Background: an optimization exercise with open tools, aiming at small area, a short achievable clock period and few clock cycles per item. Do not read the settings as production practice.
Only simulation tests tie the RTL to the original design; equivalence was not proved.
Power and IR drop assume default switching activity.

== v16 ==
## angle_to_cursor_calibrated_mapper_top
module angle_to_cursor_calibrated_mapper_top (
   input  logic        clock,
   input  logic        reset,
   input  logic        req_tvalid,
   output logic        req_tready,
   input  logic [23:0] req_tdata,    
   input  logic [2:0]  req_tuser,    
   output logic        rsp_tvalid,
   input  logic        rsp_tready,
   output logic [39:0] rsp_tdata,    
   output logic [0:0]  rsp_tuser,    
   input  logic        csr_we,
   input  logic [1:0]  csr_index,
   input  logic [13:0] csr_wdata
);
make LEC_CHECK=0 CAP_MARGIN=20 CORE_MARGIN=2 CORE_UTILIZATION=55 PLACE_DENSITY=0.8 SETUP_SLACK_MARGIN=4 SLEW_MARGIN=20 SYNTH_HIERARCHICAL=1 finish   # period 7.5 ns
run.sh (not shown) runs the stock make flow with config.mk's settings and CLKGATE_MAP_FILE= SYNTH_SCRIPT=/design/flow/synth_recipe.tcl, a recipe that flattens the netlist after the stock synthesis.
Testbench counts of v16, summed over its fixed seeds: cycles 2,512, items 2,400.
Here is what was changed in the inputs of v41 compared with v16.
# v16
export LEC_CHECK = 0
export CAP_MARGIN = 20
export CORE_MARGIN = 2
export CORE_UTILIZATION = 55
export PLACE_DENSITY = 0.8
export SETUP_SLACK_MARGIN = 4
export SLEW_MARGIN = 20
export SYNTH_HIERARCHICAL = 1
create_clock -name core_clock -period 7.5 [get_ports {clock}]
# v41
export LEC_CHECK = 0
export ABC_AREA = 1
export CAP_MARGIN = 20
export CORE_MARGIN = 2
export CORE_UTILIZATION = 40
export SETUP_SLACK_MARGIN = 4.6
export SLEW_MARGIN = 20
export SYNTH_HIERARCHICAL = 1
create_clock -name core_clock -period 7.5 [get_ports {clock}]
==> comparison <==
Non-clock inverter count in the final layout up 1262 in v41 wrt v16
Compared with v16, v41 shows a higher worst setup slack.
Compared with v16, v41 shows cell count after synthesis that has gone up by more than a quarter.
Per the comparison of v41 with v16, total global-route track usage shrank by 4.3 points, sequential share of layout area went down 4.6 points.
Modified inputs, v26 compared to v41
# v41
export LEC_CHECK = 0
export ABC_AREA = 1
export CAP_MARGIN = 20
export CORE_MARGIN = 2
export CORE_UTILIZATION = 40
export SETUP_SLACK_MARGIN = 4.6
export SLEW_MARGIN = 20
export SYNTH_HIERARCHICAL = 1
create_clock -name core_clock -period 7.5 [get_ports {clock}]
# v26
export LEC_CHECK = 0
export CAP_MARGIN = 20
export CORE_MARGIN = 2
export CORE_UTILIZATION = 40
export CTS_BUF_LIST = sky130_fd_sc_hd__clkbuf_8
export SETUP_SLACK_MARGIN = 4
export SLEW_MARGIN = 20
export SYNTH_HIERARCHICAL = 1
create_clock -name core_clock -period 7.5 [get_ports {clock}]
Notes after the runs:
v26 finished every step from synthesis to the final layout, and the layout passed the timing, DRC and antenna checks.
Relative to v41, the combinational-cell power consumption of v26 is lower by about 22%.
v26 vs v41 — final cell area excluding filler cells dropped 0.013 mm2.
v26 ends up with lower layout overhead on the synthesized area than v41 does.
v26 — global placement routability congestion 3.0% lower, v41 as reference
Area of the multi-input gates of v26 falls short of that of v41 by a little under 10%.
v26 vs v41, worst hold slack went up by 0.014 ns.
Run comparison: v26 most common cell after layout, fill and taps aside inv_1; v41 most common cell after layout, fill and taps aside nand2_1
Input changes introduced in v30 (baseline for comparison: v26):
# v26
export LEC_CHECK = 0
export CAP_MARGIN = 20
export CORE_MARGIN = 2
export CORE_UTILIZATION = 40
export CTS_BUF_LIST = sky130_fd_sc_hd__clkbuf_8
export SETUP_SLACK_MARGIN = 4
export SLEW_MARGIN = 20
export SYNTH_HIERARCHICAL = 1
create_clock -name core_clock -period 7.5 [get_ports {clock}]
# v30
export LEC_CHECK = 0
export ABC_AREA = 1
export CAP_MARGIN = 20
export CORE_MARGIN = 2
export CORE_UTILIZATION = 40
export SETUP_SLACK_MARGIN = 4.4
export SLEW_MARGIN = 20
export SYNTH_HIERARCHICAL = 1
create_clock -name core_clock -period 7.5 [get_ports {clock}]
==> notes.md <==
- Relative to v26, synthesized area increased by about 8% in v30.
- Comparing v26 and v30, the lower critical path depth was measured on v30.
- When v30 is set beside v26, its global-route total usage across every layer turns out to be 1.1 points larger.
- Looking at worst hold slack across all endpoints, v30 sits 0.031 ns below v26.
- v30 finished every step from synthesis to the final layout, and the layout passed the timing, DRC and antenna checks.
- Power share of the sequential group: v30 vs v26 down 1.9 points
- | core utilization of the finished layout | v30 vs v26 | ≈ equal |
- Summary of v30 over v26: total non-filler cell area in the finished layout grew by 0.0070 mm2, first-pass GRT wire length grew by about 13%, worst setup slack after layout grew by 0.48 ns, worst path required time shrank by 0.15 ns.
- Comparing v26 and v30, total routed wirelength is lower on v26.

[what the ideal ports hide]
In the flow no input, the clock included, has a driving cell. The finished layouts below were timed again as built, in two steps. Step 1: set_driving_cell puts a clkbuf_16 on clock and a buf_2 on each other input, an assumption about the parent block. Step 2, shift: input delay + t, output delay - t, t = (earliest + latest rising clock arrival at the registers) / 2. This alone moves slack from input paths to output paths. Three values: no drivers, after step 1, after step 2; two values: the first two.
| run | t, ns | setup WS [ns] | worst hold slack (ns) | latest minus earliest clock arrival (ns) | cell pins on the clock port's net |
|---|---|---|---|---|---|
| v16 | 0.788 | 3.987 / 3.987 / 3.408 | 0.404 / 0.404 / 0.404 | 0.033 / 0.033 | 1 |
| v41 | 0.867 | 4.445 / 4.427 / 3.869 | 0.384 / 0.384 / 0.384 | 0.052 / 0.052 | 1 |
| v26 | 0.970 | 3.943 / 3.943 / 3.173 | 0.398 / 0.398 / 0.398 | 0.047 / 0.047 | 1 |
| v30 | 0.825 | 4.426 / 4.426 / 3.661 | 0.367 / 0.367 / 0.367 | 0.068 / 0.069 | 1 |
After both steps every run listed still meets setup and hold. The setup slack of v26, which loses most, moves by 0.000 ns with the drivers and by -0.770 ns with both steps.
